Background: an optimization exercise with open tools, aiming at a short achievable clock period and few clock cycles. Do not read the settings as production practice. Function was not checked in any run shown here: the RTL went through the layout flow alone. No activity file was given, so power comes from the tool's default toggle rates.

==> design.v <==
`default_nettype none
package avr_isa_pkg;
	localparam int NUM_REGS = 32;
	localparam int SREG_C = 0;
	localparam int SREG_Z = 1;
	localparam int SREG_N = 2;
	localparam int SREG_V = 3;
	localparam int SREG_S = 4;
	localparam int SREG_H = 5;
	typedef logic [15:0] opcode_t;
	typedef logic [4:0] reg_sel_t;
	typedef logic [7:0] byte_t;
	typedef logic [7:0] sreg_t;
	typedef logic [1:0] step_t;
	typedef logic signed [11:0] pc_off_t;
	typedef enum logic [3:0] {
		ALU_MOVE, ALU_MOVR, ALU_ADD, ALU_SUB, ALU_AND, ALU_OR,
		ALU_EOR, ALU_NEG, ALU_SWAP, ALU_LSR, ALU_ASR, ALU_ROR
	} alu_op_e;
	typedef enum logic [1:0] {
		PC_NEXT, PC_HOLD, PC_REL
	} pc_act_e;
	typedef struct packed {
		alu_op_e alu_op;
		reg_sel_t dest;
		logic store;
		logic use_carry;
		logic use_const;
		byte_t const_val;
		logic from_mem;
	} ex_ctrl_t;
	typedef struct packed {
		reg_sel_t sel_a;
		reg_sel_t sel_b;
		ex_ctrl_t ex;
		pc_act_e pc_act;
		pc_off_t pc_off;
		step_t next_step;
		logic mem_wen;
		logic mem_ren;
	} dec_t;
endpackage
`default_nettype wire
`default_nettype none
package avr_mem_pkg;
	typedef logic [15:0] addr_t;
	typedef struct packed {
		addr_t addr;
		logic wen;
		logic ren;
		logic [7:0] wdata;
	} dmem_req_t;
endpackage
`default_nettype wire
`default_nettype none
module avr_cpu (
	input wire logic clk,
	input wire logic reset,
	input wire avr_isa_pkg::opcode_t cdata,
	input wire avr_isa_pkg::byte_t data_read,
	output avr_mem_pkg::addr_t pc,
	output avr_mem_pkg::dmem_req_t dmem
);
	localparam logic [2:0] R_ADD = 3'd0;
	localparam logic [2:0] R_AND = 3'd1;
	localparam logic [2:0] R_OR = 3'd2;
	localparam logic [2:0] R_EOR = 3'd3;
	localparam logic [2:0] R_PASS = 3'd4;
	localparam logic [2:0] R_SWAP = 3'd5;
	localparam logic [2:0] R_SHR = 3'd6;
	localparam logic [1:0] F_NONE = 2'd0;
	localparam logic [1:0] F_ARITH = 2'd1;
	localparam logic [1:0] F_LOGIC = 2'd2;
	localparam logic [1:0] F_SHIFT = 2'd3;
	logic [15:0] pc_q;
	logic [15:0] fa_q;       
	logic fv_q;              
	logic sec_q;             
	logic sec_st_q;
	logic [4:0] sec_reg_q;
	logic [7:0] regs [32];
	logic [7:0] sreg_q;
	logic e_v_q;
	logic e_we_q;
	logic [4:0] e_dest_q;
	logic [2:0] e_rsel_q;
	logic [1:0] e_fcls_q;
	logic e_sub_q;
	logic e_cy_q;
	logic [1:0] e_top_q;     
	logic [7:0] opa_q;
	logic [7:0] opb_q;
	logic st_q;
	logic st_a_q;
	logic st_b_q;
	logic ld1_v_q;
	logic [4:0] ld1_reg_q;
	logic ld2_v_q;
	logic [4:0] ld2_reg_q;
	logic [15:0] da_q;
	logic dw_q;
	logic dr_q;
	logic [7:0] dd_q;
	assign pc = pc_q;
	assign dmem.addr = da_q;
	assign dmem.wen = dw_q;
	assign dmem.ren = dr_q;
	assign dmem.wdata = dd_q;
	logic [7:0] bx;
	logic cin;
	logic [8:0] sum;
	logic c4;
	logic [7:0] res;
	logic [7:0] sreg_n;
	logic f_c;
	logic f_h;
	logic f_v;
	logic f_z;
	logic top;
	always_comb begin
		bx = e_sub_q ? ~opb_q : opb_q;
		cin = e_sub_q ^ (e_cy_q & sreg_q[0]);
		sum = {1'b0, opa_q} + {1'b0, bx} + {8'd0, cin};
		c4 = opa_q[4] ^ bx[4] ^ sum[4];
		case (e_top_q)
		2'd1: top = opa_q[7];
		2'd2: top = sreg_q[0];
		default: top = 1'b0;
		endcase
		case (e_rsel_q)
		R_ADD: res = sum[7:0];
		R_AND: res = opa_q & opb_q;
		R_OR: res = opa_q | opb_q;
		R_EOR: res = opa_q ^ opb_q;
		R_PASS: res = opb_q;
		R_SWAP: res = {opa_q[3:0], opa_q[7:4]};
		default: res = {top, opa_q[7:1]};
		endcase
		f_z = (res == 8'd0);
		f_c = sum[8] ^ e_sub_q;
		f_h = c4 ^ e_sub_q;
		f_v = (opa_q[7] == bx[7]) & (sum[7] != opa_q[7]);
		sreg_n = sreg_q;
		if (e_v_q) begin
			case (e_fcls_q)
			F_ARITH: begin
				sreg_n[0] = f_c;
				sreg_n[1] = f_z & (~(e_cy_q & e_sub_q) | sreg_q[1]);
				sreg_n[2] = res[7];
				sreg_n[3] = f_v;
				sreg_n[4] = res[7] ^ f_v;
				sreg_n[5] = f_h;
			end
			F_LOGIC: begin
				sreg_n[1] = f_z;
				sreg_n[2] = res[7];
				sreg_n[3] = 1'b0;
				sreg_n[4] = res[7];
			end
			F_SHIFT: begin
				sreg_n[0] = opa_q[0];
				sreg_n[1] = f_z;
				sreg_n[2] = res[7];
				sreg_n[3] = res[7] ^ opa_q[0];
				sreg_n[4] = opa_q[0];
			end
			default: ;
			endcase
		end
		sreg_n[7:6] = 2'b00;
	end
	logic e_wr;
	assign e_wr = e_v_q & e_we_q;
	logic [15:0] w;
	assign w = cdata;
	logic [4:0] sel_a;
	logic [4:0] sel_b;
	logic [7:0] k8;
	assign k8 = {w[11:8], w[3:0]};
	logic i_rr;       
	logic i_imm;      
	logic i_one;      
	logic i_mem;      
	logic i_rjmp;
	logic i_br;
	logic d_go;       
	logic d_alu;      
	logic d_we;
	logic [2:0] d_rsel;
	logic [1:0] d_fcls;
	logic d_sub;
	logic d_cy;
	logic [1:0] d_top;
	logic d_rda;      
	logic d_rdb;      
	logic [1:0] d_bsrc;  
	logic d_azero;
	logic [7:0] d_const;
	logic [4:0] d_dest;
	always_comb begin
		i_rr = (w[15:12] == 4'b0000 && w[11:10] != 2'b00) || (w[15:12] == 4'b0001) || (w[15:12] == 4'b0010);
		i_imm = (w[15:12] == 4'b0011) || (w[15:14] == 2'b01) || (w[15:12] == 4'b1110);
		i_one = (w[15:9] == 7'b1001010) && (w[3] == 1'b0 ? w[2:0] != 3'b100 : w[2:0] == 3'b010);
		i_mem = (w[15:10] == 6'b100100) && (w[3:0] == 4'b0000);
		i_rjmp = (w[15:12] == 4'b1100);
		i_br = (w[15:11] == 5'b11110);
		sel_a = i_imm ? {1'b1, w[7:4]} : w[8:4];
		sel_b = {w[9], w[3:0]};
		d_dest = sel_a;
		d_alu = 1'b0;
		d_we = 1'b0;
		d_rsel = R_ADD;
		d_fcls = F_NONE;
		d_sub = 1'b0;
		d_cy = 1'b0;
		d_top = 2'd0;
		d_rda = 1'b0;
		d_rdb = 1'b0;
		d_bsrc = 2'd0;
		d_azero = 1'b0;
		d_const = k8;
		if (i_rr) begin
			d_alu = 1'b1;
			d_rda = 1'b1;
			d_rdb = 1'b1;
			d_we = 1'b1;
			case (w[13:10])
			4'b0001: begin d_fcls = F_ARITH; d_sub = 1'b1; d_cy = 1'b1; d_we = 1'b0; end  
			4'b0010: begin d_fcls = F_ARITH; d_sub = 1'b1; d_cy = 1'b1; end  
			4'b0011: begin d_fcls = F_ARITH; end  
			4'b0101: begin d_fcls = F_ARITH; d_sub = 1'b1; d_we = 1'b0; end  
			4'b0110: begin d_fcls = F_ARITH; d_sub = 1'b1; end  
			4'b0111: begin d_fcls = F_ARITH; d_cy = 1'b1; end  
			4'b1000: begin d_fcls = F_LOGIC; d_rsel = R_AND; end
			4'b1001: begin d_fcls = F_LOGIC; d_rsel = R_EOR; end
			4'b1010: begin d_fcls = F_LOGIC; d_rsel = R_OR; end
			4'b1011: begin d_rsel = R_PASS; d_rda = 1'b0; end  
			default: begin d_alu = 1'b0; d_we = 1'b0; d_rda = 1'b0; d_rdb = 1'b0; end  
			endcase
		end else if (i_imm) begin
			d_alu = 1'b1;
			d_rda = 1'b1;
			d_we = 1'b1;
			d_bsrc = 2'd1;
			case (w[15:12])
			4'h3: begin d_fcls = F_ARITH; d_sub = 1'b1; d_we = 1'b0; end  
			4'h4: begin d_fcls = F_ARITH; d_sub = 1'b1; d_cy = 1'b1; end  
			4'h5: begin d_fcls = F_ARITH; d_sub = 1'b1; end  
			4'h6: begin d_fcls = F_LOGIC; d_rsel = R_OR; end  
			4'h7: begin d_fcls = F_LOGIC; d_rsel = R_AND; end  
			default: begin d_rsel = R_PASS; d_rda = 1'b0; end  
			endcase
		end else if (i_one) begin
			d_alu = 1'b1;
			d_rda = 1'b1;
			d_we = 1'b1;
			d_bsrc = 2'd1;
			case (w[3:0])
			4'h0: begin d_fcls = F_LOGIC; d_rsel = R_EOR; d_const = 8'hff; end  
			4'h1: begin d_fcls = F_ARITH; d_sub = 1'b1; d_bsrc = 2'd2; d_azero = 1'b1; end  
			4'h2: begin d_rsel = R_SWAP; end
			4'h3: begin d_fcls = F_ARITH; d_const = 8'd1; end  
			4'h5: begin d_fcls = F_SHIFT; d_rsel = R_SHR; d_top = 2'd1; end  
			4'h6: begin d_fcls = F_SHIFT; d_rsel = R_SHR; end  
			4'h7: begin d_fcls = F_SHIFT; d_rsel = R_SHR; d_top = 2'd2; end  
			default: begin d_fcls = F_ARITH; d_sub = 1'b1; d_const = 8'd1; end  
			endcase
		end
	end
	assign d_go = fv_q & ~sec_q;
	logic [7:0] rd_a;
	logic [7:0] rd_b;
	logic [7:0] rd_s;
	logic [7:0] ld_wd;
	assign ld_wd = data_read;
	always_comb begin
		if (e_wr && e_dest_q == sel_a) rd_a = res;
		else if (ld2_v_q && ld2_reg_q == sel_a) rd_a = ld_wd;
		else rd_a = regs[sel_a];
		if (e_wr && e_dest_q == sel_b) rd_b = res;
		else if (ld2_v_q && ld2_reg_q == sel_b) rd_b = ld_wd;
		else rd_b = regs[sel_b];
		if (ld2_v_q && ld2_reg_q == sec_reg_q) rd_s = ld_wd;
		else rd_s = regs[sec_reg_q];
	end
	logic haz_a;
	logic haz_b;
	logic haz;
	assign haz_a = ld1_v_q & d_rda & (ld1_reg_q == sel_a);
	assign haz_b = ld1_v_q & d_rdb & (ld1_reg_q == sel_b);
	assign haz = d_go & d_alu & (haz_a | haz_b);
	logic taken;
	logic [15:0] off;
	logic [15:0] target;
	logic [15:0] fa1;
	assign fa1 = fa_q + 16'd1;
	always_comb begin
		taken = 1'b0;
		if (d_go) begin
			if (i_rjmp) taken = 1'b1;
			if (i_br && (sreg_n[w[2:0]] != w[10])) taken = 1'b1;
		end
		off = i_rjmp ? {{4{w[11]}}, w[11:0]} : {{9{w[9]}}, w[9:3]};
		target = fa1 + off;
	end
	always_ff @(posedge clk) begin
		fa_q <= pc_q;
		if (reset) begin
			pc_q <= '0;
			fv_q <= 1'b0;
			sec_q <= 1'b0;
			e_v_q <= 1'b0;
			st_q <= 1'b0;
			ld1_v_q <= 1'b0;
			ld2_v_q <= 1'b0;
			dw_q <= 1'b0;
			dr_q <= 1'b0;
			sreg_q <= '0;
		end else begin
			sreg_q <= sreg_n;
			ld2_v_q <= ld1_v_q;
			ld2_reg_q <= ld1_reg_q;
			ld1_v_q <= 1'b0;
			dw_q <= 1'b0;
			dr_q <= 1'b0;
			if (taken) begin
				pc_q <= target;
				fv_q <= 1'b0;
			end else if (haz) begin
				pc_q <= pc_q;
				fv_q <= 1'b0;
			end else begin
				pc_q <= pc_q + 16'd1;
				fv_q <= 1'b1;
			end
			sec_q <= 1'b0;
			if (fv_q && sec_q) begin
				da_q <= w;
				if (sec_st_q) begin
					dw_q <= 1'b1;
					dd_q <= rd_s;
				end else begin
					dr_q <= 1'b1;
					ld1_v_q <= 1'b1;
					ld1_reg_q <= sec_reg_q;
				end
			end
			if (d_go && i_mem) begin
				sec_q <= 1'b1;
				sec_st_q <= w[9];
				sec_reg_q <= w[8:4];
			end
			if (st_q) begin
				e_v_q <= 1'b1;
				st_q <= 1'b0;
			end else begin
				e_v_q <= d_go & d_alu & ~haz;
				st_q <= haz;
			end
		end
		if (st_q) begin
			if (st_a_q) opa_q <= ld_wd;
			if (st_b_q) opb_q <= ld_wd;
		end else begin
			e_we_q <= d_we;
			e_dest_q <= d_dest;
			e_rsel_q <= d_rsel;
			e_fcls_q <= d_fcls;
			e_sub_q <= d_sub;
			e_cy_q <= d_cy;
			e_top_q <= d_top;
			st_a_q <= haz_a & ~d_azero;
			st_b_q <= (haz_b & (d_bsrc == 2'd0)) | (haz_a & (d_bsrc == 2'd2));
			opa_q <= d_azero ? 8'd0 : rd_a;
			case (d_bsrc)
			2'd0: opb_q <= rd_b;
			2'd1: opb_q <= d_const;
			default: opb_q <= rd_a;
			endcase
		end
	end
	always_ff @(posedge clk) begin
		for (int i = 0; i < 32; i++) begin
			if (reset) begin
				regs[i] <= '0;
			end else if (e_wr && e_dest_q == 5'(i)) begin
				regs[i] <= res;
			end else if (ld2_v_q && ld2_reg_q == 5'(i)) begin
				regs[i] <= ld_wd;
			end
		end
	end
endmodule
`default_nettype wire
`default_nettype none
module avr_top (
	input wire logic clk,
	input wire logic reset,
	input wire logic [15:0] cdata,
	input wire logic [7:0] data_read,
	output logic [15:0] pc,
	output logic [15:0] dmem_addr,
	output logic dmem_wen,
	output logic dmem_ren,
	output logic [7:0] dmem_wdata
);
	avr_mem_pkg::dmem_req_t dmem;
	avr_cpu u_cpu (
		.clk(clk),
		.reset(reset),
		.cdata(cdata),
		.data_read(data_read),
		.pc(pc),
		.dmem(dmem)
	);
	assign dmem_addr = dmem.addr;
	assign dmem_wen = dmem.wen;
	assign dmem_ren = dmem.ren;
	assign dmem_wdata = dmem.wdata;
endmodule
`default_nettype wire
==> run.sh <==
#!/bin/bash
# synth_recipe.tcl (not shown) runs the flow's synth.tcl, then flattens the netlist and writes it again
# the make line also repeats each setting of config.mk as NAME=value (left out here)
make -C /OpenROAD-flow-scripts/flow DESIGN_CONFIG=/design/flow/config.mk WORK_HOME=/design/flow/orfs CLKGATE_MAP_FILE= SYNTH_SCRIPT=/design/flow/synth_recipe.tcl finish
==> config.mk <==
export PLATFORM = sky130hd
export DESIGN_NAME = avr_top
export DESIGN_NICKNAME = avr_top
export VERILOG_FILES = /design/flow/design.v
export SDC_FILE = /design/flow/constraint.sdc
export NUM_CORES = 4
export LEC_CHECK = 0
export CAP_MARGIN = 20
export CORE_MARGIN = 2
export CORE_UTILIZATION = 40
export SLEW_MARGIN = 20
==> constraint.sdc <==
create_clock -name core_clock -period 10.0 [get_ports {clk}]
set_input_delay 2.0000 -clock core_clock [delete_from_list [all_inputs] [get_ports {clk}]]
set_output_delay 2.0000 -clock core_clock [all_outputs]
set_load 0.01 [all_outputs]
==> results of run 1 <==
-- worst paths after layout --
kind	endpoint	slack, ns	depth (start not counted)	from
max	u_cpu.pc_q[12]	3.88	11	cdata[0]
min	u_cpu.fa_q[3]	0.38	0	u_cpu.pc_q[3]
max reg2reg	u_cpu.pc_q[9]	4.16	16	u_cpu.e_sub_q
min reg2reg	u_cpu.fa_q[3]	0.38	0	u_cpu.pc_q[3]
-- layout make-up --
type,instances,area [um2],share of cell area (%)
Inverter,54,203,0.725
Tap cell,782,978,3.50
Antenna cell,8,20.0,0.0716
Sequential cell,374,8220,29.4
Clock buffer,60,1230,4.41
Clock inverter,19,156,0.559
Multi-Input combinational cell,2334,15500,55.5
Timing Repair Buffer,200,1650,5.90
-- cell usage after synthesis, drive strengths merged (62+ instances only) --
cell and count:
nor2 437, a211oi 222, nand2 257, a311oi 62, mux2i 217, a22oi 112, a21oi 85, clkbuf 232
nand3 139, edfxtp 73, a22o 67, a221oi 80, dfxtp 301
-- worst max-delay path: stages --
cell and delay (ns):
clkdlybuf4s50_1 0.94, buf_4 0.51, nand2b_1 0.21, a21oi_1 0.10, o21ai_1 0.67, and2_1 0.51, a21oi_1 0.15, nand2_1 0.60
nand4_1 0.26, or3_1 0.37, a311oi_1 0.27
-- kinds of logic (layout without fill, tap and decap cells) --
family                   Yosys count  in the layout  share of synthesized area (%)
XOR/XNOR                          68             68                           2.42
adder cells (fa/ha/maj)           47             47                           2.48
buffers and inverters            304            333                           4.70
multiplexers                     232            232                           9.52
AO/OA/AOI/OAI                    873            873                           26.9
AND/OR/NAND/NOR                 1114           1114                           20.7
flip-flops                       374            374                           33.4
other                              0              8                              0
-- flip-flops by register name, summed over array words and instances (netlist names), 2 cells and up --
name,count
u_cpu.regs,256
u_cpu.da_q,16
u_cpu.sec_reg_q,5
u_cpu.e_rsel_q,3
u_cpu.e_dest_q,5
u_cpu.fa_q,16
u_cpu.e_top_q,2
u_cpu.sreg_q,6
u_cpu.opb_q,8
u_cpu.opa_q,8
u_cpu.pc_q,16
u_cpu.e_fcls_q,2
u_cpu.ld1_reg_q,5
u_cpu.dd_q,8
u_cpu.ld2_reg_q,5
-- report_power, final --
part	switching (mW)	internal [mW]	leakage, nW
Clock	0.689	0.915	0.697
Sequential	0.0354	1.55	3.18
Combinational	0.449	0.129	5.88
-- layer usage --
metal  track usage [%]  wire, um  vias to the layer above
met5             0.463       169                        -
met4              31.9     13600                       22
met3              26.3     27500                      762
met2              69.1     63800                     2715
met1              64.5     63100                    14400
li1                  -         -                    11500
==> results.txt, run 1 <==
PortBufs: 67
Fin Hold WS: 0.382 ns
Area growth, synth to finish: 13.5%
Hold Crit Class: flip-flop to flip-flop
Overall Global Routing Usage: 51.5%
startpoint type of the worst setup path: input port
commonest cells after routing, fill and taps aside: nor2_1, dfxtp_1, nand2_1
Rel. slew slack: 11.9%
total power: 3.77 mW
FP Rows: 90
share of cells above drive strength 1: 9.67%
core box area: 60,600 um2
H-tree levels: 2
Routed WL: 168 mm
Routability Congestion: 1.17
via count: 29,400
Final setup violation count: 0
fillers: 5,823
Hold Buf Count CTS: 0
Mapped Area: 24,600 um2
first-pass GRT wire length: 226 mm
Pwr per Cell Area: 135 nW/um2
layout net count: 3,080
commonest non-fill, non-tap cell in the layout: nor2_1
die width: 252 um
RSZ-0062 raised after global routing: false
dpl hpwl: 120 mm
CTS root buffer: clkbuf_16
CTS max path bufs: 3
Ports: 68
Final period util: 61.2%
Yosys reg bits: 374
final instance area: 28,000 um2
Layout Cells excl Fill: 3,831
grt total ovfl: 0
clk sinks: 374
Setup Crit Path Kind: input port to flip-flop
cell taking the most area after synthesis: dfxtp_1
maximum clock rate: 163 MHz
Pins Over Slew Limit: 0
number of global-route vias before repair: 26,500
Worst-path clk slew: 0.06 ns
Post-CTS Resized: 0
DRC: 0
WP data arrival: 6.61 ns
Num CTS Buffers: 43
area share of the largest cell type after synthesis: 24.5%
post-layout util: 46.2%
setup total negative slack: 0 ns
WL/cell: 43.9 um
initial antenna violation count: 17
Worst Clk Skew: 0.0387 ns
initial core utilization: 40.7%
Die H: 252 um
syn avg cell area: 8.18 um2
crit-path max FO: 28
Die Area: 63,600 um2
CP endpoint kind: flip-flop
post-layout worst setup margin: 3.88 ns
Syn. warnings: 2
final hold viol count: 0
Via-to-Cell Ratio: 7.67
Cells after DPL: 3,744
Worst Path Required: 10.49 ns
Post-synth EDFFs: 73
Post-DRT Antenna Nets: 0
pre-CTS WS: 3.49 ns
Max-Cap Viols: 0
TritonCTS clock tree: yes
Syn Inst Count: 3,012
Syn Nets: 3,085
worst skew pair latency: 0.60 ns
post-CTS setup buffers: 0
Main synth FF type: dfxtp_1
Yosys cell types: 76
Slew @ Worst Pin: 1.32 ns
worst vdd ir: 0.157 mV
largest net degree at the start of global routing: 114
share of synthesized registers carrying an async set or reset: 0%
sequential area share after synthesis: 33.4%
Final min period: 6.12 ns
status: no timing/DRC/antenna violations
main area contributors after synthesis: dfxtp_1, edfxtp_1, mux2i_1, a211oi_1, nor2_1
Post-DP Area: 26,600 um2
Pre-Repair DR Iteration Count: 11
initial DRC count: 5,019
Leak: 9.76 nW
==> inputs of run 2 (changes only) <==
--- a/config.mk
+++ b/config.mk
@@ -6,6 +6,8 @@
 export NUM_CORES = 4
 export LEC_CHECK = 0
+export ABC_CLOCK_PERIOD_IN_PS = 3000
 export CAP_MARGIN = 20
 export CORE_MARGIN = 2
 export CORE_UTILIZATION = 40
+export SETUP_SLACK_MARGIN = 5
 export SLEW_MARGIN = 20
==> run 2 against run 1 <==
Effect of this change: first-iteration DRC count rose by 13%; sequential share of layout area is 1.6 points lower; total power rose by 5.9%; setup slack improved by 0.96 ns; synthesized area is the same; critical path depth is 3 higher; via count up 4.6%; final cell count increased by 2.0%; combinational power grew about 20%; final area is 5.6% higher; maximum frequency rose by 19%; core utilization grew 2.6 points.
==> results.txt, run 2 <==
Via-to-Cell Ratio: 7.86
Post-DRT Antenna Nets: 0
Yosys reg bits: 374
Int Pwr: 2.73 mW
worst skew pair latency: 0.63 ns
Setup Crit Path Kind: flip-flop to flip-flop
grt met2 use: 73.5%
main area contributors after synthesis: dfxtp_1, edfxtp_1, mux2i_1, a211oi_1, nor2_1
CTS max path bufs: 3
R2R Path Start: u_cpu.e_rsel_q[0]
pre-CTS WS: 3.02 ns
syn avg cell area: 8.18 um2
FP Rows: 90
initial antenna violation count: 20
most frequent cell after synthesis: nor2_1
share of synthesized registers carrying an async set or reset: 0%
Hold Crit Class: flip-flop to flip-flop
Rel. slew slack: 8.72%
net load switching power: 1.27 mW
Pre-Repair DR Iteration Count: 10
cell taking the most area after synthesis: dfxtp_1
maximum clock rate: 194 MHz
Overall Global Routing Usage: 55.4%
first-pass GRT wire length: 241 mm
share of cells above drive strength 1: 14.6%
Die Area: 63,600 um2
critical path capture point: u_cpu.pc_q[5]
WL/cell: 46.7 um
sequential area share after synthesis: 33.4%
DRC: 0
RR Endpoint: u_cpu.pc_q[5]
Num CTS Buffers: 42
largest net degree at the start of global routing: 122
Die H: 252 um
fillers: 5,615
number of global-route vias before repair: 27,400
status: no timing/DRC/antenna violations
TritonCTS clock tree: yes
Yosys cell types: 76
Critical Path Source: u_cpu.e_rsel_q[0]
die width: 252 um
Biggest register: u_cpu.regs
startpoint type of the worst setup path: flip-flop
commonest non-fill, non-tap cell in the layout: nor2_1
Worst Path Required: 10.54 ns
Syn Nets: 3,085
initial core utilization: 40.7%
met1 GRT Util: 67.9%
number of flip-flops in the largest register: 256
grt total ovfl: 0
final hold viol count: 0
met3 GRT Util: 28.9%
Routed WL: 183 mm
commonest cells after routing, fill and taps aside: nor2_1, dfxtp_1, nand2_1
via count: 30,700
WP data arrival: 5.70 ns
Max-Cap Viols: 0
Slew @ Worst Pin: 1.37 ns
most instantiated cells after synthesis: nor2_1, dfxtp_1, nand2_1, clkbuf_1, a211oi_1
gr busiest metal: met2
Clk pwr share: 42.9%
Final period util: 51.6%
Ports: 68
Pins Over Slew Limit: 0
dpl hpwl: 127 mm
Routability Congestion: 1.20
CP endpoint kind: flip-flop
area share of the largest cell type after synthesis: 24.5%
worst vdd ir: 0.194 mV
Post-synth EDFFs: 73
Pwr per Cell Area: 135 nW/um2
Mapped Area: 24,600 um2
Worst Clk Skew: 0.0354 ns
Switching Share: 31.7%
R2R cell count: 14
Fin Hold WS: 0.380 ns
Cells after DPL: 3,752
Post-DP Area: 26,600 um2
R2R setup slack: 4.84 ns
Main synth FF type: dfxtp_1
setup total negative slack: 0 ns
RSZ-0062 raised after global routing: true
H-tree levels: 2
Final min period: 5.16 ns
PortBufs: 67
crit-path max FO: 13
Hold Crit Depth: 0
Syn Inst Count: 3,012
Leak: 10.5 nW
initial DRC count: 5,650
Final setup violation count: 0
clk sinks: 374
Worst-path clk slew: 0.07 ns
core box area: 60,600 um2
layout net count: 3,154
Reg power frac: 39.8%
Syn. warnings: 2
Comb pwr share: 17.4%
final instance area: 29,500 um2
CTS root buffer: clkbuf_16
Area growth, synth to finish: 19.9%
Layout Cells excl Fill: 3,909
post-layout worst setup margin: 4.84 ns
## run 2: cell types whose count changed in the layout (fill, tap and decap cells not counted), moves of 6 or more
| cell | previous run | this run |
|---|---|---|
| buf_12 | 0 | 13 |
| buf_4 | 133 | 171 |
| buf_6 | 0 | 12 |
| clkdlybuf4s50_1 | 61 | 52 |
| clkinv_2 | 12 | 3 |
| nor2_1 | 418 | 411 |
| nor4_1 | 17 | 11 |
| nor4_4 | 0 | 6 |
## run 2: cell families after synthesis
group | synth area share [%]
DFF | 33.4
muxes | 9.52
and+or+nand+nor | 20.7
AOI/OAI and AO/OA | 26.9
xor gates and xnor gates | 2.42
adders and majority gates | 2.48
buffers and inverters | 4.70
## run 2: worst max-delay path, cell delays in order, from the launching register on
cell      delay [ns]
edfxtp_1        0.64
buf_4           0.31
nor2b_1         0.18
a221o_1         0.49
a221o_4         0.50
or4_4           0.42
or4_1           0.40
or4_4           0.47
a211oi_4        0.32
mux2_4          0.38
buf_12          0.15
o31ai_4         0.27
buf_12          0.17
mux2i_1         0.20
o221a_1         0.19
## run 2: per-stage QoR
stage	util [%]	total power, mW
detailed placement	43.9	2.15
global placement	43.9	2.14
floorplan	-	1.90
CTS	47.4	3.88
finish	48.7	3.99
global route	48.7	4.01
## run 2: timing repair
action	CTS	global route
resized for setup	106	86
pin swaps	23	25
hold buffers	0	0
cloned	4	4
buffers inserted	26	33
setup endpoints to repair	36	30
## run 2: power by group through the flow
| stage | clock network, mW | registers (mW) | logic [mW] |
|---|---|---|---|
| 2_1_floorplan | 0 | 1.60 | 0.298 |
| 3_3_place_gp | 0 | 1.62 | 0.520 |
| 3_5_place_dp | 0 | 1.62 | 0.535 |
| 4_1_cts | 1.70 | 1.58 | 0.605 |
| 5_1_grt | 1.75 | 1.59 | 0.682 |
| 6_report | 1.71 | 1.59 | 0.693 |
## run 2: how the worst min path moves through the flow
stage                   from            end
2_1_floorplan  u_cpu.pc_q[3]  u_cpu.fa_q[3]
3_3_place_gp   u_cpu.pc_q[3]  u_cpu.fa_q[3]
3_5_place_dp   u_cpu.pc_q[3]  u_cpu.fa_q[3]
4_1_cts        u_cpu.pc_q[3]  u_cpu.fa_q[3]
5_1_grt        u_cpu.pc_q[3]  u_cpu.fa_q[3]
6_report       u_cpu.pc_q[3]  u_cpu.fa_q[3]
## run 2: layout make-up
| cell class | count | area [um2] | share of cell area [%] |
|---|---|---|---|
| Antenna cell | 13 | 32.5 | 0.110 |
| Clock buffer | 57 | 1210 | 4.10 |
| Clock inverter | 20 | 256 | 0.868 |
| Inverter | 54 | 210 | 0.712 |
| Multi-Input combinational cell | 2336 | 16100 | 54.5 |
| Sequential cell | 374 | 8220 | 27.8 |
| Tap cell | 782 | 978 | 3.31 |
| Timing Repair Buffer | 272 | 2520 | 8.53 |
| Timing Repair inverter | 1 | 7.51 | 0.0254 |
## run 2: routing by layer
layer  routed length, um  up-vias
met5                 164        -
met4               18500       20
met3               30300     1046
met2               67300     3227
met1               66200    14800
li1                    -    11700
==> inputs of run 3 (changes only) <==
--- a/design.v
+++ b/design.v
@@ -73,6 +73,42 @@
 	localparam logic [1:0] F_LOGIC = 2'd2;
 	localparam logic [1:0] F_SHIFT = 2'd3;
+	function automatic logic [16:0] padd(input logic [15:0] a, input logic [15:0] b, input logic ci);
+		logic [15:0] g;
+		logic [15:0] p;
+		logic [15:0] gg;
+		logic [15:0] pp;
+		logic [15:0] c;
+		g = a & b;
+		p = a ^ b;
+		gg = g;
+		gg[0] = g[0] | (p[0] & ci);
+		pp = p;
+		for (int d = 1; d < 16; d = d * 2) begin
+			for (int i = 15; i >= d; i--) begin
+				gg[i] = gg[i] | (pp[i] & gg[i - d]);
+				pp[i] = pp[i] & pp[i - d];
+			end
+		end
+		c = {gg[14:0], ci};
+		padd = {gg[15], p ^ c};
+	endfunction
 	logic [15:0] pc_q;
-	logic [15:0] fa_q;       
+	logic [15:0] fa1_q;      
+	logic [15:0] pc_inc;
+	logic [15:12] frp_q;
+	logic [15:12] frm_q;
+	logic [15:7] fbp_q;
+	logic [15:7] fbm_q;
+	logic [16:0] padd_pc;
+	assign padd_pc = padd(pc_q, 16'd0, 1'b1);
+	assign pc_inc = padd_pc[15:0];
+	logic [16:0] padd_frp;
+	logic [16:0] padd_frm;
+	logic [16:0] padd_fbp;
+	logic [16:0] padd_fbm;
+	assign padd_frp = padd({12'd0, pc_inc[15:12]}, 16'd0, 1'b1);
+	assign padd_frm = padd({12'd0, pc_inc[15:12]}, 16'h000f, 1'b0);
+	assign padd_fbp = padd({7'd0, pc_inc[15:7]}, 16'd0, 1'b1);
+	assign padd_fbm = padd({7'd0, pc_inc[15:7]}, 16'h01ff, 1'b0);
 	logic fv_q;              
 	logic sec_q;             
@@ -92,4 +128,5 @@
 	logic [7:0] opb_q;
 	logic st_q;
+	logic [1:0] st_fcls_q;
 	logic st_a_q;
 	logic st_b_q;
@@ -110,17 +147,20 @@
 	logic cin;
 	logic [8:0] sum;
-	logic c4;
+	logic [16:0] padd_e;
+	logic [7:0] lr;
+	logic [7:0] sr;
 	logic [7:0] res;
 	logic [7:0] sreg_n;
-	logic f_c;
-	logic f_h;
-	logic f_v;
-	logic f_z;
 	logic top;
+	logic z_ar;
+	logic z_lg;
+	logic z_sh;
+	logic [7:0] zk;
+	logic f_v;
 	always_comb begin
 		bx = e_sub_q ? ~opb_q : opb_q;
 		cin = e_sub_q ^ (e_cy_q & sreg_q[0]);
-		sum = {1'b0, opa_q} + {1'b0, bx} + {8'd0, cin};
-		c4 = opa_q[4] ^ bx[4] ^ sum[4];
+		padd_e = padd({8'd0, opa_q}, {8'd0, bx}, cin);
+		sum = padd_e[8:0];
 		case (e_top_q)
 		2'd1: top = opa_q[7];
@@ -128,44 +168,51 @@
 		default: top = 1'b0;
 		endcase
+		sr = {top, opa_q[7:1]};
+		case (e_rsel_q)
+		R_AND: lr = opa_q & opb_q;
+		R_OR: lr = opa_q | opb_q;
+		default: lr = opa_q ^ opb_q;
+		endcase
 		case (e_rsel_q)
 		R_ADD: res = sum[7:0];
-		R_AND: res = opa_q & opb_q;
-		R_OR: res = opa_q | opb_q;
-		R_EOR: res = opa_q ^ opb_q;
+		R_AND, R_OR, R_EOR: res = lr;
 		R_PASS: res = opb_q;
 		R_SWAP: res = {opa_q[3:0], opa_q[7:4]};
-		default: res = {top, opa_q[7:1]};
+		default: res = sr;
+		endcase
+		zk = opa_q ^ bx ^ {opa_q[6:0] | bx[6:0], cin};
+		z_ar = (zk == 8'd0);
+		case (e_rsel_q)
+		R_AND: z_lg = ((opa_q & opb_q) == 8'd0);
+		R_OR: z_lg = ((opa_q | opb_q) == 8'd0);
+		default: z_lg = (opa_q == opb_q);
 		endcase
-		f_z = (res == 8'd0);
-		f_c = sum[8] ^ e_sub_q;
-		f_h = c4 ^ e_sub_q;
+		z_sh = (sr == 8'd0);
 		f_v = (opa_q[7] == bx[7]) & (sum[7] != opa_q[7]);
 		sreg_n = sreg_q;
-		if (e_v_q) begin
-			case (e_fcls_q)
-			F_ARITH: begin
-				sreg_n[0] = f_c;
-				sreg_n[1] = f_z & (~(e_cy_q & e_sub_q) | sreg_q[1]);
-				sreg_n[2] = res[7];
-				sreg_n[3] = f_v;
-				sreg_n[4] = res[7] ^ f_v;
-				sreg_n[5] = f_h;
-			end
-			F_LOGIC: begin
-				sreg_n[1] = f_z;
-				sreg_n[2] = res[7];
-				sreg_n[3] = 1'b0;
-				sreg_n[4] = res[7];
-			end
-			F_SHIFT: begin
-				sreg_n[0] = opa_q[0];
-				sreg_n[1] = f_z;
-				sreg_n[2] = res[7];
-				sreg_n[3] = res[7] ^ opa_q[0];
-				sreg_n[4] = opa_q[0];
-			end
-			default: ;
-			endcase
+		case (e_fcls_q)
+		F_ARITH: begin
+			sreg_n[0] = sum[8] ^ e_sub_q;
+			sreg_n[1] = z_ar & (~(e_cy_q & e_sub_q) | sreg_q[1]);
+			sreg_n[2] = sum[7];
+			sreg_n[3] = f_v;
+			sreg_n[4] = opa_q[7] ^ bx[7] ^ sum[8];
+			sreg_n[5] = opa_q[4] ^ bx[4] ^ sum[4] ^ e_sub_q;
+		end
+		F_LOGIC: begin
+			sreg_n[1] = z_lg;
+			sreg_n[2] = lr[7];
+			sreg_n[3] = 1'b0;
+			sreg_n[4] = lr[7];
 		end
+		F_SHIFT: begin
+			sreg_n[0] = opa_q[0];
+			sreg_n[1] = z_sh;
+			sreg_n[2] = top;
+			sreg_n[3] = top ^ opa_q[0];
+			sreg_n[4] = opa_q[0];
+		end
+		default: ;
+		endcase
 		sreg_n[7:6] = 2'b00;
 	end
@@ -274,8 +321,14 @@
 	logic [7:0] ld_wd;
 	assign ld_wd = data_read;
+	logic a_hi;
+	logic [7:0] rf_alo;
+	logic [7:0] rf_ahi;
+	assign a_hi = i_imm | w[8];
+	assign rf_alo = regs[{1'b0, w[7:4]}];
+	assign rf_ahi = regs[{1'b1, w[7:4]}];
 	always_comb begin
 		if (e_wr && e_dest_q == sel_a) rd_a = res;
 		else if (ld2_v_q && ld2_reg_q == sel_a) rd_a = ld_wd;
-		else rd_a = regs[sel_a];
+		else rd_a = a_hi ? rf_ahi : rf_alo;
 		if (e_wr && e_dest_q == sel_b) rd_b = res;
 		else if (ld2_v_q && ld2_reg_q == sel_b) rd_b = ld_wd;
@@ -291,8 +344,13 @@
 	assign haz = d_go & d_alu & (haz_a | haz_b);
 	logic taken;
-	logic [15:0] off;
+	logic [15:0] t_rj;
+	logic [12:0] lo_rj;
+	logic [16:0] padd_rj;
+	logic [16:0] padd_br;
+	logic [7:0] lo_br;
+	logic [15:0] t_br;
 	logic [15:0] target;
 	logic [15:0] fa1;
-	assign fa1 = fa_q + 16'd1;
+	assign fa1 = fa1_q;
 	always_comb begin
 		taken = 1'b0;
@@ -301,9 +359,26 @@
 			if (i_br && (sreg_n[w[2:0]] != w[10])) taken = 1'b1;
 		end
-		off = i_rjmp ? {{4{w[11]}}, w[11:0]} : {{9{w[9]}}, w[9:3]};
-		target = fa1 + off;
+		padd_rj = padd({4'd0, fa1[11:0]}, {4'd0, w[11:0]}, 1'b0);
+		lo_rj = padd_rj[12:0];
+		case ({lo_rj[12], w[11]})
+		2'b01: t_rj = {frm_q, lo_rj[11:0]};
+		2'b10: t_rj = {frp_q, lo_rj[11:0]};
+		default: t_rj = {fa1[15:12], lo_rj[11:0]};
+		endcase
+		padd_br = padd({9'd0, fa1[6:0]}, {9'd0, w[9:3]}, 1'b0);
+		lo_br = padd_br[7:0];
+		case ({lo_br[7], w[9]})
+		2'b01: t_br = {fbm_q, lo_br[6:0]};
+		2'b10: t_br = {fbp_q, lo_br[6:0]};
+		default: t_br = {fa1[15:7], lo_br[6:0]};
+		endcase
+		target = i_rjmp ? t_rj : t_br;
 	end
 	always_ff @(posedge clk) begin
-		fa_q <= pc_q;
+		fa1_q <= pc_inc;
+		frp_q <= padd_frp[3:0];
+		frm_q <= padd_frm[3:0];
+		fbp_q <= padd_fbp[8:0];
+		fbm_q <= padd_fbm[8:0];
 		if (reset) begin
 			pc_q <= '0;
@@ -311,4 +386,5 @@
 			sec_q <= 1'b0;
 			e_v_q <= 1'b0;
+			e_fcls_q <= F_NONE;
 			st_q <= 1'b0;
 			ld1_v_q <= 1'b0;
@@ -331,5 +407,5 @@
 				fv_q <= 1'b0;
 			end else begin
-				pc_q <= pc_q + 16'd1;
+				pc_q <= pc_inc;
 				fv_q <= 1'b1;
 			end
@@ -353,7 +429,10 @@
 			if (st_q) begin
 				e_v_q <= 1'b1;
+				e_fcls_q <= st_fcls_q;
 				st_q <= 1'b0;
 			end else begin
 				e_v_q <= d_go & d_alu & ~haz;
+				e_fcls_q <= (d_go & d_alu & ~haz) ? d_fcls : F_NONE;
+				st_fcls_q <= d_fcls;
 				st_q <= haz;
 			end
@@ -366,5 +445,4 @@
 			e_dest_q <= d_dest;
 			e_rsel_q <= d_rsel;
-			e_fcls_q <= d_fcls;
 			e_sub_q <= d_sub;
 			e_cy_q <= d_cy;
--- a/config.mk
+++ b/config.mk
@@ -6,5 +6,5 @@
 export NUM_CORES = 4
 export LEC_CHECK = 0
-export ABC_CLOCK_PERIOD_IN_PS = 3000
+export ABC_CLOCK_PERIOD_IN_PS = 2500
 export CAP_MARGIN = 20
 export CORE_MARGIN = 2
==> run 3 against run 2 <==
Effect of this change: highest routed layer unchanged; largest cell class unchanged; hold slack better by 0.080 ns; largest power group unchanged; final cell count up 4.2%; clock power is essentially flat; setup slack lost 0.042 ns; still clean on timing, DRC and antenna.
==> results.txt, run 3 <==
crit path buf inv count: 2
WP data arrival: 5.54 ns
Reg power frac: 40.3%
Yosys cell types: 95
largest net degree at the start of global routing: 111
Final period util: 52.0%
status: no timing/DRC/antenna violations
Routability Congestion: 1.12
Die Area: 68,600 um2
Max-Cap Viols: 0
most frequent CP cell: nand2_1
CTS max path bufs: 3
Final setup violation count: 0
Slew @ Worst Pin: 1.35 ns
first-pass GRT wire length: 223 mm
Ports: 68
share of synthesized registers carrying an async set or reset: 0%
PortBufs: 67
initial DRC count: 5,240
Hold Crit Depth: 1
TritonCTS clock tree: yes
R2R Path Start: u_cpu.opb_q[0]
area share of the largest cell type after synthesis: 24.6%
Rel. slew slack: 9.83%
Hold Buf Count CTS: 0
H-tree levels: 2
Worst Clk Skew: 0.0321 ns
FP Rows: 94
Biggest register: u_cpu.regs
core box area: 65,700 um2
CP endpoint kind: flip-flop
initial core utilization: 40.5%
RR Endpoint: u_cpu.pc_q[11]
clk sinks: 400
Num CTS Buffers: 45
net load switching power: 1.38 mW
Worst Path Required: 10.34 ns
RSZ-0062 raised after global routing: true
crit path cell chain: buf_2 -> buf_4 -> nor2_1 -> nand2_1 -> o32ai_2 -> a21oi_1 -> mux2_2 -> mux2i_1 -> a211o_1 -> nand2_1
Pwr per Cell Area: 140 nW/um2
number of global-route vias before repair: 27,200
Pre-Repair DR Iteration Count: 7
most instantiated cells after synthesis: nor2_1, dfxtp_1, a211oi_1, clkbuf_1, mux2i_1
worst skew pair latency: 0.62 ns
initial antenna violation count: 15
final hold viol count: 0
Post-DRT Antenna Nets: 0
Via-to-Cell Ratio: 7.40
dpl hpwl: 118 mm
post-layout util: 46.1%
most frequent cell after synthesis: nor2_1
Hold EP: u_cpu.fa1_q[0]
main area contributors after synthesis: dfxtp_1, edfxtp_1, mux2i_1, a211oi_1, nor2_1
Fin Hold WS: 0.460 ns
sequential area share after synthesis: 32.9%
Routed WL: 166 mm
final instance area: 30,300 um2
commonest non-fill, non-tap cell in the layout: nor2_1
slowest stage cell, crit path: nand2_1
Main synth FF type: dfxtp_1
Worst-path clk slew: 0.06 ns
Yosys reg bits: 400
crit-path leading delay family: simple AND/OR/NAND/NOR gates
Hold Crit Class: flip-flop to flip-flop
Setup Crit Path Kind: input port to flip-flop
Die H: 262 um
layout net count: 3,260
Comb pwr share: 18.8%
crit-path max cell delay: 0.71 ns
via count: 30,100
commonest cells after routing, fill and taps aside: nor2_1, dfxtp_1, a211oi_1
WL/cell: 40.7 um
Clk pwr share: 40.9%
Syn. warnings: 2
Int Pwr: 2.86 mW
die width: 262 um
Worst Hold Launch: u_cpu.pc_q[0]
total power: 4.24 mW
startpoint type of the worst setup path: input port
worst vdd ir: 0.193 mV
share of cells above drive strength 1: 10.7%
Post-synth EDFFs: 73
R2R cell count: 12
Leak: 10.8 nW
Post-DP Area: 28,400 um2
Final min period: 5.20 ns
syn avg cell area: 8.34 um2
CTS root buffer: clkbuf_16
Overall Global Routing Usage: 46.8%
Syn Inst Count: 3,188
grt total ovfl: 0
Pins Over Slew Limit: 0
Switching Share: 32.6%
R2R setup slack: 5.47 ns
maximum clock rate: 192 MHz
cell taking the most area after synthesis: dfxtp_1
number of flip-flops in the largest register: 256
Mapped Area: 26,600 um2
Critical Path Source: cdata[7]
setup total negative slack: 0 ns
fillers: 6,326
crit-path max FO: 48
Area growth, synth to finish: 14.0%
Syn Nets: 3,282
DRC: 0
==> run 3: cell types whose count changed after synthesis, sizes merged, moves of 20 or more <==
| cell | previous run | this run |
|---|---|---|
| nand2 | 257 | 212 |
| nor2 | 437 | 396 |
| buf | 18 | 53 |
| a22oi | 112 | 144 |
| xnor2 | 32 | 59 |
| dfxtp | 301 | 327 |
| inv | 54 | 76 |
| ha | 44 | 64 |
==> run 3: layout make-up <==
class                   count  area, um2  share of cell area [%]
well taps                 864       1080                    3.57
flip-flops and latches    400       8740                    28.8
inverters                  78        297                   0.978
diodes                      8       20.0                  0.0660
repair buffers            205       1770                    5.84
multi-input cells        2436      16900                    55.7
clock inverters            21        240                   0.793
clock buffers              61       1280                    4.21
==> run 3: through the flow <==
| step | setup slack, ns | std cells |
|---|---|---|
| 3_3_place_gp | 3.75 | 3962 |
| 5_1_grt | 4.98 | 4065 |
| 6_report | 4.80 | 4073 |
| 3_5_place_dp | 3.78 | 3962 |
| 4_1_cts | 5.02 | 4047 |
| 2_1_floorplan | 5.06 | 3188 |
==> run 3: how the worst max path moves through the flow <==
stage                     cells past startpoint             end
after global placement                       10  u_cpu.opb_q[1]
after CTS                                    11  u_cpu.opb_q[3]
final                                        10  u_cpu.opb_q[3]
after global routing                         19  u_cpu.pc_q[13]
after floorplan                              18  u_cpu.pc_q[13]
after detailed placement                     10  u_cpu.opb_q[1]
==> run 3: logic make-up after synthesis <==
family          share of synthesized area, %
flops                                   32.9
mux                                     9.00
xor+xnor                                3.52
buf+inv                                 5.18
compound gates                          26.4
fa+ha+maj                               3.31
simple gates                            19.7
==> run 3: power by group through the flow <==
stage	Clock, mW	Combinational (mW)	Sequential [mW]
4_1_cts	1.74	0.742	1.71
6_report	1.74	0.797	1.71
3_3_place_gp	0	0.723	1.74
2_1_floorplan	0	0.420	1.72
5_1_grt	1.80	0.810	1.71
3_5_place_dp	0	0.735	1.74
==> run 3: metal layers <==
metal	share of wire (%)	track usage, %	up-vias	wire length, um
li1	-	-	12100	-
met1	40	62.6	14700	66200
met2	39	63.9	2641	63900
met3	15	19.2	610	24300
met4	6.7	23.9	12	11100
met5	0.074	0	-	122
==> run 3: repair_timing <==
action                     CTS  global route
gates cloned                 1             3
setup buffers                2            13
gates resized for setup     21            35
setup endpoints to repair   25            33
pin swaps                    3             5
==> inputs of run 4 (changes only) <==
==> flow/run.sh (new file) <==
#!/bin/bash
# Standard synthesis and layout; only the setup repair target is raised, so
# repair_timing keeps working on the paths after they meet the clock.
set -euo pipefail
bash standard.sh synth > synth.log 2>&1
bash standard.sh SETUP_SLACK_MARGIN=6.5 finish > layout.log 2>&1
==> standard.sh (new file) <==
#!/bin/bash
# synth_recipe.tcl (not shown) runs the flow's synth.tcl, then flattens the netlist and writes it again
# the make line also repeats each setting of config.mk as NAME=value (left out here)
make -C /OpenROAD-flow-scripts/flow DESIGN_CONFIG=/design/flow/config.mk WORK_HOME=/design/flow/orfs CLKGATE_MAP_FILE= SYNTH_SCRIPT=/design/flow/synth_recipe.tcl "${@:-finish}"
removed: run.sh
==> run 4 against run 3 <==
Effect of this change: total power rose by 12%; register-to-register slack gained 0.51 ns; critical endpoint is now u_cpu.opb_q[1]; largest power group unchanged; clock-buffer cell count is 3 higher; highest routed layer unchanged; via count up 8.7%; clock skew increased by 0.020 ns; combinational power grew 52%; still clean on timing, DRC and antenna; hold slack lost 0.016 ns; final cell count increased by 6.3%; global-route usage increased by 5.5 points; non-clock buffer count increased by 243; synthesized cell count is the same.
==> results.txt, run 4 <==
status: no timing/DRC/antenna violations
clk sinks: 400
Yosys cell types: 95
initial core utilization: 40.5%
Syn Nets: 3,282
largest net degree at the start of global routing: 82
Worst Path Required: 10.32 ns
Hold Buf Count CTS: 0
CTS root buffer: clkbuf_16
die width: 262 um
R2R cell count: 14
most instantiated cells after synthesis: nor2_1, dfxtp_1, a211oi_1, clkbuf_1, mux2i_1
CTS max path bufs: 3
Leak: 13.1 nW
Syn. warnings: 2
Syn Inst Count: 3,188
WL/cell: 43.4 um
PortBufs: 67
H-tree levels: 2
Hold Crit Class: flip-flop to flip-flop
grt total ovfl: 0
area share of the largest cell type after synthesis: 24.6%
Post-DP Area: 28,700 um2
commonest cells after routing, fill and taps aside: nor2_1, dfxtp_1, buf_4
cell taking the most area after synthesis: dfxtp_1
Max-Cap Viols: 0
Routability Congestion: 1.11
Routed WL: 188 mm
Post-DRT Antenna Nets: 0
final instance area: 35,200 um2
final hold viol count: 0
sequential area share after synthesis: 32.9%
R2R Path Start: u_cpu.e_sub_q
Biggest register: u_cpu.regs
Worst-path clk slew: 0.06 ns
number of flip-flops in the largest register: 256
worst vdd ir: 0.132 mV
Area growth, synth to finish: 32.4%
commonest non-fill, non-tap cell in the layout: nor2_1
Rel. slew slack: 11.2%
syn avg cell area: 8.34 um2
share of synthesized registers carrying an async set or reset: 0%
maximum clock rate: 226 MHz
Cells after DPL: 3,963
worst skew pair latency: 0.65 ns
DRC: 0
R2R setup slack: 5.98 ns
Pre-Repair DR Iteration Count: 11
Final min period: 4.43 ns
Overall Global Routing Usage: 52.3%
Setup Crit Path Kind: input port to flip-flop
dpl hpwl: 121 mm
setup total negative slack: 0 ns
RSZ-0062 raised after global routing: true
Critical Path Source: cdata[0]
core box area: 65,700 um2
initial antenna violation count: 14
Slew @ Worst Pin: 1.33 ns
Mapped Area: 26,600 um2
Num CTS Buffers: 47
Final setup violation count: 0
via count: 32,700
Worst Hold Launch: u_cpu.pc_q[0]
critical path capture point: u_cpu.opb_q[1]
RR Endpoint: u_cpu.pc_q[1]
share of cells above drive strength 1: 23.6%
main area contributors after synthesis: dfxtp_1, edfxtp_1, mux2i_1, a211oi_1, nor2_1
startpoint type of the worst setup path: input port
most frequent cell after synthesis: nor2_1
WP data arrival: 4.75 ns
initial DRC count: 6,149
first-pass GRT wire length: 247 mm
Yosys reg bits: 400
TritonCTS clock tree: yes
layout net count: 3,509
Die Area: 68,600 um2
CP endpoint kind: flip-flop
Post-synth EDFFs: 73
crit-path max FO: 4
Pins Over Slew Limit: 0
number of global-route vias before repair: 29,400
FP Rows: 94
Worst Clk Skew: 0.0518 ns
Die H: 262 um
Ports: 68
Layout Cells excl Fill: 4,330
Final period util: 44.3%
Via-to-Cell Ratio: 7.56
Main synth FF type: dfxtp_1
Pwr per Cell Area: 135 nW/um2
run 4: cell counts after synthesis:
Identical to the previous run, type by type.
run 4: how the worst min path moves through the flow:
| stage | to | slack [ns] | cells past startpoint |
|---|---|---|---|
| global route | u_cpu.fa1_q[0] | 0.45 | 1 |
| global placement | u_cpu.fa1_q[0] | 0.46 | 1 |
| CTS | u_cpu.fa1_q[0] | 0.44 | 1 |
| floorplan | u_cpu.ld1_reg_q[0] | 0.42 | 0 |
| detailed placement | u_cpu.fa1_q[0] | 0.47 | 1 |
| finish | u_cpu.fa1_q[0] | 0.44 | 1 |
run 4: logic make-up (layout without fill, tap and decap cells):
family                   count (synthesis)  in the layout  share of synthesized area [%]
AND/OR/NAND/NOR                       1093           1094                           19.7
AO/OA/AOI/OAI                          932            934                           26.4
flip-flops                             400            400                           32.9
buffers and inverters                  353            613                           5.18
multiplexers                           235            237                           9.00
XOR/XNOR                               107            107                           3.52
adder cells (fa/ha/maj)                 68             68                           3.31
other                                    0             13                              0
run 4: final cells by class:
class	count	area, um2
diodes	13	32.5
fillers	5815	30500
flip-flops and latches	400	8750
clock buffers	64	1330
inverters	78	312
well taps	864	1080
multi-input cells	2440	18300
repair buffers	448	5120
clock inverters	23	285
run 4: metal layers:
layer	global-route usage, %	up-vias	wire (um)
li1	-	12700	-
met1	65.1	15900	69000
met2	70.7	3246	71200
met3	25.9	929	30600
met4	33.3	16	16700
met5	2.01	-	528
run 4: critical path, cell delays in order:
cell and delay (ns):
buf_12 0.08, buf_6 0.12, buf_16 0.12, buf_6 0.13, buf_4 0.18, mux2i_1 0.34
nor2_1 0.07, a21oi_1 0.26, o31ai_2 0.18, nor4_4 0.63, o31ai_2 0.15, mux2_4 0.28
a21oi_2 0.12, o31ai_1 0.07
run 4: what timing repair did:
item / CTS / global route
gates cloned: 28 / 6
setup buffers: 190 / 42
endpoints found under the setup margin: 244 / 267
pin swaps: 121 / 98
gates resized for setup: 429 / 114
run 4: through the flow:
| stage | hold WS (ns) | power, mW | setup WS, ns | util (%) |
|---|---|---|---|---|
| 6_report | 0.444 | 4.74 | 5.57 | 53.6 |
| 5_1_grt | 0.451 | 4.79 | 5.53 | 53.5 |
| 4_1_cts | 0.444 | 4.46 | 5.73 | 52.0 |
| 3_5_place_dp | 0.472 | 2.51 | 3.55 | 43.7 |
| 3_3_place_gp | 0.463 | 2.50 | 3.52 | 43.6 |
| 2_1_floorplan | 0.424 | 2.16 | 5.46 | - |
run 4: power by group:
part | leakage [nW] | internal [mW] | total [mW] | switching, mW
Sequential | 3.39 | 1.66 | 1.71 | 0.0461
Combinational | 8.90 | 0.414 | 1.21 | 0.798
Clock | 0.782 | 1.02 | 1.81 | 0.791
==> inputs of run 5 (changes only) <==
--- a/design.v
+++ b/design.v
@@ -54,4 +54,37 @@
 `default_nettype wire
 `default_nettype none
+module avr_target (
+	input wire logic [15:0] w,
+	input wire logic [15:0] fa1,
+	input wire logic [15:12] frp,
+	input wire logic [15:12] frm,
+	input wire logic [15:7] fbp,
+	input wire logic [15:7] fbm,
+	output logic [15:0] target
+);
+	logic [12:0] lo_rj;
+	logic [7:0] lo_br;
+	logic [15:0] t_rj;
+	logic [15:0] t_br;
+	logic i_rjmp;
+	always_comb begin
+		i_rjmp = (w[15:12] == 4'b1100);
+		lo_rj = {1'b0, fa1[11:0]} + {1'b0, w[11:0]};
+		case ({lo_rj[12], w[11]})
+		2'b01: t_rj = {frm, lo_rj[11:0]};
+		2'b10: t_rj = {frp, lo_rj[11:0]};
+		default: t_rj = {fa1[15:12], lo_rj[11:0]};
+		endcase
+		lo_br = {1'b0, fa1[6:0]} + {1'b0, w[9:3]};
+		case ({lo_br[7], w[9]})
+		2'b01: t_br = {fbm, lo_br[6:0]};
+		2'b10: t_br = {fbp, lo_br[6:0]};
+		default: t_br = {fa1[15:7], lo_br[6:0]};
+		endcase
+		target = i_rjmp ? t_rj : t_br;
+	end
+endmodule
+`default_nettype wire
+`default_nettype none
 module avr_cpu (
 	input wire logic clk,
@@ -93,4 +126,21 @@
 		padd = {gg[15], p ^ c};
 	endfunction
+	function automatic logic [12:0] csadd12(input logic [11:0] a, input logic [11:0] b);
+		logic [3:0] s0 [4];
+		logic [3:0] s1 [4];
+		logic c;
+		logic [12:0] r;
+		for (int j = 0; j < 4; j++) begin
+			s0[j] = {1'b0, a[3*j +: 3]} + {1'b0, b[3*j +: 3]};
+			s1[j] = {1'b0, a[3*j +: 3]} + {1'b0, b[3*j +: 3]} + 4'd1;
+		end
+		c = 1'b0;
+		for (int j = 0; j < 4; j++) begin
+			r[3*j +: 3] = c ? s1[j][2:0] : s0[j][2:0];
+			c = c ? s1[j][3] : s0[j][3];
+		end
+		r[12] = c;
+		csadd12 = r;
+	endfunction
 	logic [15:0] pc_q;
 	logic [15:0] fa1_q;      
@@ -115,4 +165,5 @@
 	logic sec_st_q;
 	logic [4:0] sec_reg_q;
+	logic [7:0] sdat_q;
 	logic [7:0] regs [32];
 	logic [7:0] sreg_q;
@@ -335,5 +386,5 @@
 		else rd_b = regs[sel_b];
 		if (ld2_v_q && ld2_reg_q == sec_reg_q) rd_s = ld_wd;
-		else rd_s = regs[sec_reg_q];
+		else rd_s = sdat_q;
 	end
 	logic haz_a;
@@ -346,6 +397,5 @@
 	logic [15:0] t_rj;
 	logic [12:0] lo_rj;
-	logic [16:0] padd_rj;
-	logic [16:0] padd_br;
+	logic [12:0] padd_br;
 	logic [7:0] lo_br;
 	logic [15:0] t_br;
@@ -359,22 +409,51 @@
 			if (i_br && (sreg_n[w[2:0]] != w[10])) taken = 1'b1;
 		end
-		padd_rj = padd({4'd0, fa1[11:0]}, {4'd0, w[11:0]}, 1'b0);
-		lo_rj = padd_rj[12:0];
-		case ({lo_rj[12], w[11]})
-		2'b01: t_rj = {frm_q, lo_rj[11:0]};
-		2'b10: t_rj = {frp_q, lo_rj[11:0]};
-		default: t_rj = {fa1[15:12], lo_rj[11:0]};
-		endcase
-		padd_br = padd({9'd0, fa1[6:0]}, {9'd0, w[9:3]}, 1'b0);
-		lo_br = padd_br[7:0];
-		case ({lo_br[7], w[9]})
-		2'b01: t_br = {fbm_q, lo_br[6:0]};
-		2'b10: t_br = {fbp_q, lo_br[6:0]};
-		default: t_br = {fa1[15:7], lo_br[6:0]};
-		endcase
-		target = i_rjmp ? t_rj : t_br;
 	end
+	avr_target u_target (
+		.w(w),
+		.fa1(fa1),
+		.frp(frp_q),
+		.frm(frm_q),
+		.fbp(fbp_q),
+		.fbm(fbm_q),
+		.target(target)
+	);
+	localparam int BT_N = 4;
+	localparam logic [1:0] BT_INIT = 2'd3;
+	logic [15:0] fa_q;
+	logic pred_q;
+	logic [$clog2(BT_N)-1:0] pidx_q;
+	logic [BT_N-1:0] bt_v_q;
+	logic [15:0] bt_tag_q [BT_N];
+	logic [15:0] bt_tgt_q [BT_N];
+	logic [1:0] bt_ctr_q [BT_N];
+	logic [$clog2(BT_N)-1:0] bt_rr_q;
+	logic bt_hit;
+	logic bu_br_q;
+	logic bu_bad_q;
+	logic bu_tk_q;
+	logic bu_pred_q;
+	logic [$clog2(BT_N)-1:0] bu_idx_q;
+	logic [15:0] bu_tag_q;
+	logic [15:0] bu_tgt_q;
+	logic [$clog2(BT_N)-1:0] bt_idx;
+	logic [15:0] bt_tgt;
+	always_comb begin
+		bt_hit = 1'b0;
+		bt_idx = '0;
+		bt_tgt = '0;
+		for (int i = 0; i < BT_N; i++) begin
+			if (bt_v_q[i] && bt_tag_q[i] == pc_q) begin
+				bt_hit = 1'b1;
+				bt_idx = i[$clog2(BT_N)-1:0];
+				bt_tgt = bt_tgt_q[i];
+			end
+		end
+	end
+	logic redir;
+	assign redir = fv_q & ~haz & ((d_go & taken) != pred_q);
 	always_ff @(posedge clk) begin
 		fa1_q <= pc_inc;
+		fa_q <= pc_q;
 		frp_q <= padd_frp[3:0];
 		frm_q <= padd_frm[3:0];
@@ -384,4 +463,9 @@
 			pc_q <= '0;
 			fv_q <= 1'b0;
+			pred_q <= 1'b0;
+			bt_v_q <= '0;
+			bt_rr_q <= '0;
+			bu_br_q <= 1'b0;
+			bu_bad_q <= 1'b0;
 			sec_q <= 1'b0;
 			e_v_q <= 1'b0;
@@ -400,14 +484,41 @@
 			dw_q <= 1'b0;
 			dr_q <= 1'b0;
-			if (taken) begin
-				pc_q <= target;
+			if (redir) begin
+				pc_q <= taken ? target : fa1;
 				fv_q <= 1'b0;
 			end else if (haz) begin
-				pc_q <= pc_q;
+				pc_q <= fa1;
 				fv_q <= 1'b0;
 			end else begin
-				pc_q <= pc_inc;
+				pc_q <= bt_hit ? bt_tgt : pc_inc;
 				fv_q <= 1'b1;
 			end
+			pred_q <= bt_hit;
+			pidx_q <= bt_idx;
+			bu_br_q <= d_go & (i_br | i_rjmp);
+			bu_bad_q <= fv_q & pred_q & ~haz & ~(d_go & (i_br | i_rjmp));
+			bu_tk_q <= taken;
+			bu_pred_q <= pred_q;
+			bu_idx_q <= pidx_q;
+			bu_tag_q <= fa_q;
+			bu_tgt_q <= target;
+			if (bu_br_q) begin
+				if (bu_tk_q) begin
+					if (bu_pred_q) begin
+						if (bt_ctr_q[bu_idx_q] != 2'd3) bt_ctr_q[bu_idx_q] <= bt_ctr_q[bu_idx_q] + 2'd1;
+					end else begin
+						bt_v_q[bt_rr_q] <= 1'b1;
+						bt_tag_q[bt_rr_q] <= bu_tag_q;
+						bt_tgt_q[bt_rr_q] <= bu_tgt_q;
+						bt_ctr_q[bt_rr_q] <= BT_INIT;
+						bt_rr_q <= bt_rr_q + 1'b1;
+					end
+				end else if (bu_pred_q) begin
+					if (bt_ctr_q[bu_idx_q] == 2'd2) bt_v_q[bu_idx_q] <= 1'b0;
+					else bt_ctr_q[bu_idx_q] <= bt_ctr_q[bu_idx_q] - 2'd1;
+				end
+			end else if (bu_bad_q) begin
+				bt_v_q[bu_idx_q] <= 1'b0;
+			end
 			sec_q <= 1'b0;
 			if (fv_q && sec_q) begin
@@ -426,4 +537,5 @@
 				sec_st_q <= w[9];
 				sec_reg_q <= w[8:4];
+				sdat_q <= rd_a;
 			end
 			if (st_q) begin
--- a/config.mk
+++ b/config.mk
@@ -7,7 +7,8 @@
 export LEC_CHECK = 0
 export ABC_CLOCK_PERIOD_IN_PS = 2500
-export CAP_MARGIN = 20
+export CAP_MARGIN = 30
 export CORE_MARGIN = 2
 export CORE_UTILIZATION = 40
 export SETUP_SLACK_MARGIN = 5
 export SLEW_MARGIN = 20
+export SYNTH_HIERARCHICAL = 1
==> run 5 against run 4 <==
Effect of this change: still clean; critical path depth fell by 1; sequential share of layout area rose by 9.7 points; sequential power rose by 57%; setup slack worse by 0.019 ns; non-clock buffer count shrank 13; final cell count up 11%; die area up 24%; maximum frequency is 0.43% lower; highest routed layer unchanged.
==> results.txt, run 5 <==
Slew @ Worst Pin: 1.11 ns
share of synthesized registers carrying an async set or reset: 0%
Final min period: 4.45 ns
total power: 6.54 mW
Leak: 15.8 nW
Hold Buf Count CTS: 0
initial DRC count: 4,882
post-layout util: 52.3%
first-pass GRT wire length: 216 mm
slowest stage cell, crit path: nand4_1
final hold viol count: 0
net load switching power: 1.95 mW
status: no timing/DRC/antenna violations
Die Area: 85,100 um2
Fin Hold WS: 0.404 ns
Final setup violation count: 0
Pwr per Cell Area: 153 nW/um2
commonest non-fill, non-tap cell in the layout: nor2_1
Pins Over Slew Limit: 0
Post-DP Area: 35,200 um2
Hold EP: u_cpu.bu_tag_q[10]
cell taking the most area after synthesis: edfxtp_1
Overall Global Routing Usage: 34.7%
Hold Crit Class: flip-flop to flip-flop
DRC: 0
maximum clock rate: 225 MHz
area share of the largest cell type after synthesis: 23.1%
core box area: 82,000 um2
Num CTS Buffers: 70
Setup Crit Path Kind: input port to flip-flop
Worst Hold Launch: u_cpu.fa_q[10]
Switching Share: 29.8%
R2R Path Start: u_cpu.e_sub_q
worst vdd ir: 0.158 mV
initial antenna violation count: 11
number of flip-flops in the largest register: 256
Area growth, synth to finish: 29.5%
startpoint type of the worst setup path: input port
via count: 31,600
number of global-route vias before repair: 28,900
share of cells above drive strength 1: 24.8%
layout net count: 3,785
crit-path max FO: 6
dpl hpwl: 97.3 mm
WP data arrival: 4.83 ns
Post-synth EDFFs: 255
WL/cell: 32.4 um
H-tree levels: 3
most instantiated cells after synthesis: nor2_1, dfxtp_1, edfxtp_1, mux2i_1, nand2_1
main area contributors after synthesis: edfxtp_1, dfxtp_1, mux2i_1, a211oi_1, nor2_1
largest registers: u_cpu.regs x256, u_cpu.bt_tag_q x64, u_cpu.bt_tgt_q x64
PortBufs: 67
final instance area: 42,900 um2
Worst Clk Skew: 0.0697 ns
largest net degree at the start of global routing: 136
Reg power frac: 40.9%
Pre-Repair DR Iteration Count: 10
initial core utilization: 40.4%
most frequent cell after synthesis: nor2_1
CTS root buffer: clkbuf_16
Post-DRT Antenna Nets: 0
Final period util: 44.5%
R2R setup slack: 5.77 ns
clk sinks: 609
FP Rows: 105
Max-Cap Viols: 0
CP Depth: 13
Mapped Area: 33,100 um2
Ports: 68
die width: 292 um
Biggest register: u_cpu.regs
crit-path max cell delay: 0.54 ns
Via-to-Cell Ratio: 6.56
crit-path leading delay family: compound AO/OA/AOI/OAI gates
Reg area: 14,800 um2
crit path buf inv count: 4
Syn Inst Count: 3,463
Worst-path clk slew: 0.06 ns
Hold Crit Depth: 0
fillers: 7,295
Routed WL: 156 mm
Die H: 292 um
TritonCTS clock tree: yes
R2R cell count: 19
worst skew pair latency: 0.67 ns
CP endpoint kind: flip-flop
syn avg cell area: 9.56 um2
Yosys cell types: 99
Rel. slew slack: 26.0%
commonest cells after routing, fill and taps aside: nor2_1, dfxtp_1, edfxtp_1
RR Endpoint: u_cpu.pc_q[8]
Int Pwr: 4.60 mW
Routability Congestion: 1.10
crit path cell chain: buf_16 -> buf_16 -> buf_12 -> buf_12 -> and4b_4 -> a222oi_1 -> nand4_1 -> o22ai_4 -> a21oi_2 -> mux2_4 -> mux2i_4 -> a21o_1 -> o21ai_1
grt total ovfl: 0
Yosys reg bits: 609
Syn Nets: 3,562
sequential area share after synthesis: 44.5%
Worst Path Required: 10.38 ns
Syn. warnings: 9
Clk pwr share: 41.3%
area of the multi-input gates: 19,200 um2
Main synth FF type: dfxtp_1
RSZ-0062 raised after global routing: true
CTS max path bufs: 3
setup total negative slack: 0 ns
Comb pwr share: 17.8%
-- run 5: changes by cell type after synthesis, moves of 23 or more --
cell and delta:
xnor2_1 +64, o21ai_0 +34, a32oi_1 -36, a22o_1 -38, mux2i_1 +31, edfxtp_1 +182, dfxtp_1 +27, a221oi_1 -31
nand2_1 +27, a22oi_1 +23
-- run 5: per-layer routing --
layer | part of all wire (%) | wire (um) | GRT usage, % | up-vias
li1 | - | - | - | 13400
met2 | 41 | 63400 | 49.0 | 2139
met5 | 0.016 | 25 | 0 | -
met3 | 12 | 18900 | 8.77 | 545
met4 | 6.8 | 10600 | 18.2 | 4
met1 | 40 | 63200 | 48.4 | 15400
-- run 5: stage by stage --
| stage | std cells | worst slack, ns |
|---|---|---|
| floorplan | 3463 | 5.31 |
| global placement | 4391 | 3.94 |
| detailed placement | 4398 | 3.84 |
| CTS | 4724 | 5.58 |
| global route | 4807 | 5.51 |
| finish | 4811 | 5.55 |
-- run 5: area by class of cell --
| class | count | area share (%) |
|---|---|---|
| multi-input combinational | 2485 | 44.8 |
| sequential | 609 | 34.5 |
| timing repair buffer | 435 | 11.0 |
| clock buffer | 92 | 4.52 |
| tap | 1070 | 3.12 |
| clock inverter | 31 | 1.12 |
| inverter | 82 | 0.785 |
| timing repair inverter | 3 | 0.0963 |
| antenna | 4 | 0.0234 |
-- run 5: cell families after synthesis --
kind of cell	share of synthesized area, %
multiplexers	8.54
XOR/XNOR	4.39
flip-flops	44.5
AO/OA/AOI/OAI	19.4
buffers and inverters	4.41
AND/OR/NAND/NOR	15.9
adder cells (fa/ha/maj)	2.85
-- run 5: worst max path at each step --
stage	start	to
after detailed placement	cdata[12]	u_cpu.pc_q[8]
after floorplan	cdata[0]	u_cpu.pc_q[14]
after global routing	cdata[4]	u_cpu.opb_q[1]
after global placement	cdata[12]	u_cpu.pc_q[13]
final	cdata[4]	u_cpu.opb_q[1]
after CTS	cdata[0]	u_cpu.pc_q[14]
-- run 5: worst reg2reg max path: cells and delay by family (launching register included) --
family / cells / cell delay (ns)
compound gates: 8 / 1.90
flops: 1 / 0.44
buf+inv: 6 / 0.72
xor+xnor: 1 / 0.11
fa+ha+maj: 2 / 0.61
simple gates: 2 / 0.37
-- run 5: power groups by stage --
stage          Clock, mW  Combinational [mW]  Sequential [mW]
5_1_grt             2.82                1.18             2.68
3_5_place_dp           0               0.714             2.73
4_1_cts             2.72               0.874             2.67
6_report            2.70                1.16             2.68
2_1_floorplan          0               0.438             2.70
3_3_place_gp           0               0.714             2.73
-- run 5: modules after synthesis, one instance, submodules excluded, excerpt --
| module | area [um2] | copies in the design | cells inside |
|---|---|---|---|
| avr_cpu | 31800 | 1 | 3278 |
| avr_target | 1330 | 1 | 185 |
-- run 5: what timing repair did --
action / CTS / global route
cloned: 18 / 10
setup buffers: 185 / 69
pin swaps: 118 / 143
resized for setup: 429 / 238
setup endpoints to repair: 440 / 198

Check on run 5: ideal ports give 5.550 ns setup slack; a clkbuf_16 on the clock port and buf_2 on the inputs give 5.558 ns; moving port delays by the midpoint clock arrival (0.711 ns) as well gives 4.848 ns.
